This is an optimization exercise on Yosys and OpenROAD, whose aim is small area and a short achievable clock period, not a production implementation. In this exercise RTL edits were held to simulation tests only and were not proved equivalent to the original. Power is estimated from default activity; no workload was simulated.

== run A ==
// rob_top
module rob_top
(
   input  logic       clock,
   input  logic       reset,
   input  logic       dispatch_valid_a,
   input  logic       dispatch_valid_b,
   input  logic [4:0] opcode_a,
   input  logic [4:0] opcode_b,
   input  logic [5:0] told_a,
   input  logic [5:0] told_b,
   output logic       dispatch_ready,
   output logic [4:0] rob_idx_a,
   output logic [4:0] rob_idx_b,
   input  logic       cdb_valid_a,
   input  logic       cdb_valid_b,
   input  logic       cdb_valid_c,
   input  logic       cdb_valid_d,
   input  logic [4:0] cdb_idx_a,
   input  logic [4:0] cdb_idx_b,
   input  logic [4:0] cdb_idx_c,
   input  logic [4:0] cdb_idx_d,
   output logic       retire_en_a,
   output logic       retire_en_b,
   output logic [5:0] retire_told_a,
   output logic [5:0] retire_told_b,
   output logic [1:0] retire_count,
   output logic       rob_full,
   output logic       rob_almost_full,
   output logic       rob_empty,
   output logic [4:0] rob_head,
   output logic [4:0] rob_tail,
   output logic [5:0] rob_count
);
For scale: roughly 310 flip-flops, ~96 I/O pins.
export LEC_CHECK = 0
export CAP_MARGIN = 20
export CORE_MARGIN = 2
export CORE_UTILIZATION = 50
export CTS_CLUSTER_DIAMETER = 80
export CTS_CLUSTER_SIZE = 24
export SETUP_SLACK_MARGIN = 3.25
export SLEW_MARGIN = 20
export TNS_END_PERCENT = 0
create_clock -name core_clock -period 5.5 [get_ports {clock}]
standard.sh (not shown) runs the stock make flow with config.mk's settings and CLKGATE_MAP_FILE= SYNTH_SCRIPT=/design/flow/synth_recipe.tcl, a recipe that flattens the netlist after the stock synthesis.
==> flow/flow/run.sh <==
#!/bin/bash
# Standard ORFS layout, with plain buffers on the ports instead of the delay
# buffers buffer_ports picks by default, and sizing free to change a cell's
# footprint.
set -euo pipefail
cd "$(dirname "$0")/.."
export BUFFER_PORTS_ARGS="-buffer_cell sky130_fd_sc_hd__buf_2"
bash standard.sh MATCH_CELL_FOOTPRINT=0 finish > orfs_make.log 2>&1
Setup changes, run A to run B
- PLACE_DENSITY now 0.72, previously not set
- CORE_UTILIZATION now 70, was 50
==> summary.txt <==
Relative to run A, post-CTS setup buffer count increased by 25 in run B.
On area fraction of clock buffers and clock inverters, run B and run A are neck and neck.
From run A to run B the numbers moved as follows: worst hold slack neither gained nor lost much; mean instance size in the synthesized netlist stayed essentially flat.
From run A to run B the numbers moved as follows: areal power density over the cells went up about 1.5%; final cell area excluding filler cells held; endpoint arrival time on the critical path went up 0.17 ns.
Run B | stages: all done | timing, DRC, antenna: all pass
Comparing run B against run A, there is no change at all in number of buffers and inverters on the critical path.
Looking at internal power consumption across run B and run A, the one that comes out lower is run A.
Layout net count: run B and run A compared, lower one is run A
The inputs of run C differ from those of run B as listed below.
- CORE_UTILIZATION now 60, was 70
- CTS_CLUSTER_SIZE now 30, was 24
- TNS_END_PERCENT no longer set, was 0
- PLACE_DENSITY no longer set, was 0.72
- SETUP_SLACK_MARGIN now 3.0, was 3.25
Findings:
Side by side, clock group share of total power turned out lower in run C than in run B. In run C the final critical-path share of the clock period turned out 0.51 points lower than in run B. The wire length in run C was lower than what run B gave. Changes observed in run C relative to run B: number of cells in the finished layout apart from fillers went up 1.0%, global-route usage went down 6.8 points.
The following lists how run D was set up differently from run C:
- removing CTS_CLUSTER_DIAMETER (formerly 80)
- changing CORE_UTILIZATION from 60 to 40
- removing CTS_CLUSTER_SIZE (formerly 30)
==> flow/flow/run.sh <==
#!/bin/bash
# Standard ORFS layout, but with plain buffers on the ports instead of the
# delay buffers buffer_ports picks by default.
set -euo pipefail
cd "$(dirname "$0")/.."
export BUFFER_PORTS_ARGS="-buffer_cell sky130_fd_sc_hd__buf_2"
bash standard.sh finish > orfs_make.log 2>&1
Results
Run D vs run C — post-layout utilization of the core dropped 22 points. Run D gives less area taken by multi-input logic gates than run C did. Diff run C..run D | logic depth of the worst path, buffers included | unchanged. Compared run C against run D; sum of negative setup slack within noise. Power consumption went up by more than 10% going from run C to run D. In the metrics for run D and run C, the one carrying the higher number of cells after detailed placement is run D.
What run E does differently from run D at the input level:
- SETUP_SLACK_MARGIN: 3.0 -> 3.25
- CTS_CLUSTER_SIZE: unset -> 18
- CTS_CLUSTER_DIAMETER: unset -> 60
- TNS_END_PERCENT: unset -> 0
- CORE_UTILIZATION: 40 -> 60
==> flow/flow/run.sh <==
#!/bin/bash
# Standard ORFS layout, with plain buffers on the ports instead of the delay
# buffers buffer_ports picks by default, and sizing free to change a cell's
# footprint.
set -euo pipefail
cd "$(dirname "$0")/.."
export BUFFER_PORTS_ARGS="-buffer_cell sky130_fd_sc_hd__buf_2"
bash standard.sh MATCH_CELL_FOOTPRINT=0 finish > orfs_make.log 2>&1
## What came out
Compared with run D, run E shows a maximum vdd drop that is 0.00019 V higher.
Per the comparison of run E with run D, switching power of the nets lower; portion of the clock cycle consumed by the worst path in the final layout grew by 0.22 points.
Modified inputs, run F compared to run E
- CTS_CLUSTER_DIAMETER now 80, was 60
- SETUP_SLACK_MARGIN now 3.0, was 3.25
- CTS_CLUSTER_SIZE now 24, was 18
-- flow/flow/run.sh --
<<< run E, line 7
export BUFFER_PORTS_ARGS="-buffer_cell sky130_fd_sc_hd__buf_2"
>>> run F, line 7
export BUFFER_PORTS_ARGS="-buffer_cell sky130_fd_sc_hd__buf_1"
==> summary.txt <==
Run F: PASS, flow complete, no timing, DRC or antenna violations. Diff run E -> run F | period utilization | increase of 2.4 points. Per the comparison of run F with run E, smallest setup slack after layout -0.13 ns, DRC violations left ~0 delta. Fmax: run F lower than run E. When run F is set beside run E, its non-clock buffer count turns out to be about 7% larger. Re first-pass GRT wire length: run F and run E aren't equal, and the higher value belongs to run E. From run E to run F the numbers moved as follows: global-route track usage on met3 down 3.2 points; final critical path time including I/O delays and setup up 0.13 ns.

* * *

The RTL this note starts from:
==> flow/design.v <==
`timescale 1ns/100ps
module rob_top
(
   input  logic       clock,
   input  logic       reset,
   input  logic       dispatch_valid_a,
   input  logic       dispatch_valid_b,
   input  logic [4:0] opcode_a,
   input  logic [4:0] opcode_b,
   input  logic [5:0] told_a,
   input  logic [5:0] told_b,
   output logic       dispatch_ready,
   output logic [4:0] rob_idx_a,
   output logic [4:0] rob_idx_b,
   input  logic       cdb_valid_a,
   input  logic       cdb_valid_b,
   input  logic       cdb_valid_c,
   input  logic       cdb_valid_d,
   input  logic [4:0] cdb_idx_a,
   input  logic [4:0] cdb_idx_b,
   input  logic [4:0] cdb_idx_c,
   input  logic [4:0] cdb_idx_d,
   output logic       retire_en_a,
   output logic       retire_en_b,
   output logic [5:0] retire_told_a,
   output logic [5:0] retire_told_b,
   output logic [1:0] retire_count,
   output logic       rob_full,
   output logic       rob_almost_full,
   output logic       rob_empty,
   output logic [4:0] rob_head,
   output logic [4:0] rob_tail,
   output logic [5:0] rob_count
);
   logic [4:0] head;
   logic [4:0] nh;          
   logic [4:0] nh1;         
   logic [4:0] tail;
   logic [4:0] tail_p1;     
   logic [5:0] count;
   logic       ready;
   logic       full;
   logic       almost_full;
   logic       empty;
   logic [1:0] rc;
   logic       en_a, en_b;
   logic [5:0] rt_a, rt_b;
   logic [15:0] cpl_e, cpl_o;
   logic [15:0] st_e,  st_o;
   logic [5:0]  told_e [16];
   logic [5:0]  told_o [16];
   logic       alloc_a, alloc_b;
   logic [1:0] accept;
   assign alloc_a = dispatch_valid_a & ready;
   assign alloc_b = dispatch_valid_b & ready;
   assign accept  = {alloc_a & alloc_b, alloc_a ^ alloc_b};
   logic       wen_e, wen_o;
   logic       wst_e, wst_o;
   logic [5:0] wtold_e, wtold_o;
   assign wen_e   = tail[0] ? alloc_b : alloc_a;
   assign wen_o   = tail[0] ? alloc_a : alloc_b;
   assign wst_e   = tail[0] ? (opcode_b == 5'd0) : (opcode_a == 5'd0);
   assign wst_o   = tail[0] ? (opcode_a == 5'd0) : (opcode_b == 5'd0);
   assign wtold_e = tail[0] ? told_b : told_a;
   assign wtold_o = tail[0] ? told_a : told_b;
   logic [3:0] lo [4];
   logic [7:0] hi [4];
   logic [3:0] cv;
   logic [4:0] ci [4];
   logic [31:0] set;
   assign cv = {cdb_valid_d, cdb_valid_c, cdb_valid_b, cdb_valid_a};
   assign ci[0] = cdb_idx_a;
   assign ci[1] = cdb_idx_b;
   assign ci[2] = cdb_idx_c;
   assign ci[3] = cdb_idx_d;
   always_comb
   begin
      for (int p = 0; p < 4; p++)
      begin
         for (int k = 0; k < 4; k++)
            lo[p][k] = cv[p] & (ci[p][1:0] == 2'(k));
         for (int m = 0; m < 8; m++)
            hi[p][m] = (ci[p][4:2] == 3'(m));
      end
      for (int i = 0; i < 32; i++)
         set[i] = (lo[0][i%4] & hi[0][i/4]) | (lo[1][i%4] & hi[1][i/4]) |
                  (lo[2][i%4] & hi[2][i/4]) | (lo[3][i%4] & hi[3][i/4]);
   end
   always_ff @(posedge clock)
   begin
      for (int j = 0; j < 16; j++)
      begin
         if (wen_e && tail_p1[4:1] == 4'(j))
         begin
            cpl_e[j]  <= 1'b0;
            st_e[j]   <= wst_e;
            told_e[j] <= wtold_e;
         end
         else if (set[2*j])
            cpl_e[j]  <= 1'b1;
         if (wen_o && tail[4:1] == 4'(j))
         begin
            cpl_o[j]  <= 1'b0;
            st_o[j]   <= wst_o;
            told_o[j] <= wtold_o;
         end
         else if (set[2*j+1])
            cpl_o[j]  <= 1'b1;
      end
   end
   logic [3:0] ridx_e, ridx_o;
   logic       rc_e, rc_o, rs_e, rs_o;
   logic [5:0] rt_e, rt_o;
   logic       cpl_h, cpl_n, st_h, st_n;
   logic       hit_h, hit_n;
   logic [5:0] left;        
   logic       l1, l2, ch, cn;
   logic       ret1, ret2;
   assign ridx_o = nh[4:1];
   assign ridx_e = nh1[4:1];
   logic [15:0] sel_e, sel_o;
   always_comb
   begin
      rc_e = 1'b0; rc_o = 1'b0; rs_e = 1'b0; rs_o = 1'b0; rt_e = '0; rt_o = '0;
      for (int j = 0; j < 16; j++)
      begin
         sel_e[j] = (ridx_e == 4'(j));
         sel_o[j] = (ridx_o == 4'(j));
         rc_e = rc_e | (sel_e[j] & cpl_e[j]);
         rc_o = rc_o | (sel_o[j] & cpl_o[j]);
         rs_e = rs_e | (sel_e[j] & st_e[j]);
         rs_o = rs_o | (sel_o[j] & st_o[j]);
         rt_e = rt_e | ({6{sel_e[j]}} & told_e[j]);
         rt_o = rt_o | ({6{sel_o[j]}} & told_o[j]);
      end
   end
   assign cpl_h = nh[0] ? rc_o : rc_e;
   assign cpl_n = nh[0] ? rc_e : rc_o;
   assign st_h  = nh[0] ? rs_o : rs_e;
   assign st_n  = nh[0] ? rs_e : rs_o;
   assign hit_h = (cdb_valid_a & (cdb_idx_a == nh)) | (cdb_valid_b & (cdb_idx_b == nh)) |
                  (cdb_valid_c & (cdb_idx_c == nh)) | (cdb_valid_d & (cdb_idx_d == nh));
   assign hit_n = (cdb_valid_a & (cdb_idx_a == nh1)) | (cdb_valid_b & (cdb_idx_b == nh1)) |
                  (cdb_valid_c & (cdb_idx_c == nh1)) | (cdb_valid_d & (cdb_idx_d == nh1));
   assign left = count - 6'(rc);
   assign l1   = (left != 6'd0);
   assign l2   = (left[5:1] != 5'd0);
   assign ch   = cpl_h | hit_h;
   assign cn   = cpl_n | hit_n;
   assign ret1 = l1 & ch;
   assign ret2 = ret1 & l2 & cn;
   logic [4:0] nh2, nh3;
   logic [4:0] x1, x2, y1, y2;
   logic [4:0] nh_next, nh1_next;
   assign nh2 = nh1 + 5'd1;
   assign nh3 = nh1 + 5'd2;
   assign x1  = l1 ? nh1 : nh;
   assign x2  = l2 ? nh2 : x1;
   assign y1  = l1 ? nh2 : nh1;
   assign y2  = l2 ? nh3 : y1;
   assign nh_next  = ch ? (cn ? x2 : x1) : nh;
   assign nh1_next = ch ? (cn ? y2 : y1) : nh1;
   logic [5:0] ncount;
   assign ncount = left + 6'(accept);
   always_ff @(posedge clock)
   begin
      if (reset)
      begin
         head        <= '0;
         nh          <= '0;
         nh1         <= 5'd1;
         tail        <= '0;
         tail_p1     <= 5'd1;
         count       <= '0;
         ready       <= 1'b1;
         full        <= 1'b0;
         almost_full <= 1'b0;
         empty       <= 1'b1;
         rc          <= '0;
         en_a        <= 1'b0;
         en_b        <= 1'b0;
      end
      else
      begin
         head        <= nh;
         nh          <= nh_next;
         nh1         <= nh1_next;
         tail        <= tail + 5'(accept);
         tail_p1     <= tail_p1 + 5'(accept);
         count       <= ncount;
         ready       <= ~(ncount[5] | (&ncount[4:0]));
         full        <= ncount[5];
         almost_full <= ncount[5] | (&ncount[4:1]);
         empty       <= (ncount == 6'd0);
         rc          <= {ret2, ret1 & ~ret2};
         en_a        <= ret1 & ~st_h;
         en_b        <= ret2 & ~st_n;
      end
   end
   always_ff @(posedge clock)
   begin
      rt_a <= nh[0] ? rt_o : rt_e;
      rt_b <= nh[0] ? rt_e : rt_o;
   end
   assign dispatch_ready  = ready;
   assign rob_idx_a       = tail;
   assign rob_idx_b       = tail_p1;
   assign retire_count    = rc;
   assign retire_en_a     = en_a;
   assign retire_en_b     = en_b;
   assign retire_told_a   = rt_a;
   assign retire_told_b   = rt_b;
   assign rob_full        = full;
   assign rob_almost_full = almost_full;
   assign rob_empty       = empty;
   assign rob_head        = head;
   assign rob_tail        = tail;
   assign rob_count       = count;
endmodule
==> flow/config.mk <==
export PLATFORM = sky130hd
export DESIGN_NAME = rob_top
export DESIGN_NICKNAME = rob_top
export VERILOG_FILES = /design/flow/design.v
export SDC_FILE = /design/flow/constraint.sdc
export NUM_CORES = 4
export LEC_CHECK = 0
export CAP_MARGIN = 20
export CORE_MARGIN = 2
export CORE_UTILIZATION = 60
export SETUP_SLACK_MARGIN = 3.5
export SLEW_MARGIN = 20
==> flow/constraint.sdc <==
create_clock -name core_clock -period 5.5 [get_ports {clock}]
set_input_delay 1.1000 -clock core_clock [delete_from_list [all_inputs] [get_ports {clock}]]
set_output_delay 1.1000 -clock core_clock [all_outputs]
set_load 0.01 [all_outputs]
==> flow/flow/run.sh <==
#!/bin/bash
# Standard ORFS layout, with plain buffers on the ports instead of the delay
# buffers buffer_ports picks by default, and sizing free to change a cell's
# footprint.
set -euo pipefail
cd "$(dirname "$0")/.."
export BUFFER_PORTS_ARGS="-buffer_cell sky130_fd_sc_hd__buf_2"
bash standard.sh MATCH_CELL_FOOTPRINT=0 finish > orfs_make.log 2>&1
The baseline went through all stages and came out clean.
Rerun with:
CTS_BUF_LIST = sky130_fd_sc_hd__clkbuf_8   (was default)
CTS_CLUSTER_DIAMETER = 60   (was default)
CTS_CLUSTER_SIZE = 14   (was default)
SETUP_SLACK_MARGIN = 3.25   (was 3.5)
TNS_END_PERCENT = 0   (was default)
Effect: The changed run went through all stages and came out clean. Routed wire length went down by roughly a tenth. Clock-buffer cell count went down by 5. Sequential power hardly moves. Maximum frequency went up by a few percent. Combinational power went down by well over a third. First-iteration DRC count went down by about a fifth. Final cell count went down by a few percent. Hold slack got worse by 0.0061 ns. Setup slack improved by 0.11 ns. Total power went down by a quarter to a third.
Rerun with:
CTS_BUF_LIST = default   (was sky130_fd_sc_hd__clkbuf_8)
CTS_CLUSTER_DIAMETER = 80   (was 60)
CTS_CLUSTER_SIZE = 24   (was 14)
SETUP_SLACK_MARGIN = 3.0   (was 3.25)
Effect:
- clock skew is about the same
- sequential cell count is unchanged
- routed wire length barely changes
- die area stays the same
- critical path depth rose by 1
- setup slack improved by 0.010 ns
- combinational power hardly moves
- cell area is higher by 0.34%

## separate check: timing with driven ports
No port has a modelled driver above. Below, the same layouts with a new extraction and two added sets of constraints. Step 1: set_driving_cell puts a clkbuf_16 on clock and a buf_2 on each other input, an assumption about the parent block. Step 2 adds t to the input delays and takes it off the output delays; t is the mean of the earliest and latest rising clock arrival at the registers after step 1. Input paths then give back, and output paths get back, about the clock's delay inside the block. a / b / c = ideal ports / drivers / drivers and shift; a / b = the first two.
| run | shift t [ns] | slack for setup (ns) | worst setup path after step 2 |
|---|---|---|---|
| run A | 0.549 | 2.891 / 2.891 / 2.377 | input to register |
| run B | 0.557 | 2.738 / 2.738 / 2.370 | input to register |
| run C | 0.547 | 2.766 / 2.766 / 2.404 | input to register |
| run D | 0.555 | 2.873 / 2.873 / 2.363 | input to register |
| run E | 0.599 | 2.861 / 2.861 / 2.381 | input to register |
| run F | 0.558 | 2.731 / 2.731 / 2.342 | input to register |
| the first run of note 2 | 0.631 | 2.727 / 2.727 / 2.257 | input to register |
| the second run of note 2 | 0.625 | 2.838 / 2.838 / 2.316 | input to register |
| the third run of note 2 | 0.560 | 2.849 / 2.849 / 2.419 | input to register |
After both steps setup and hold are still met in every run listed. The setup slack of the second run of note 2, which loses most, moves by 0.000 ns with the drivers and by -0.522 ns with both steps.
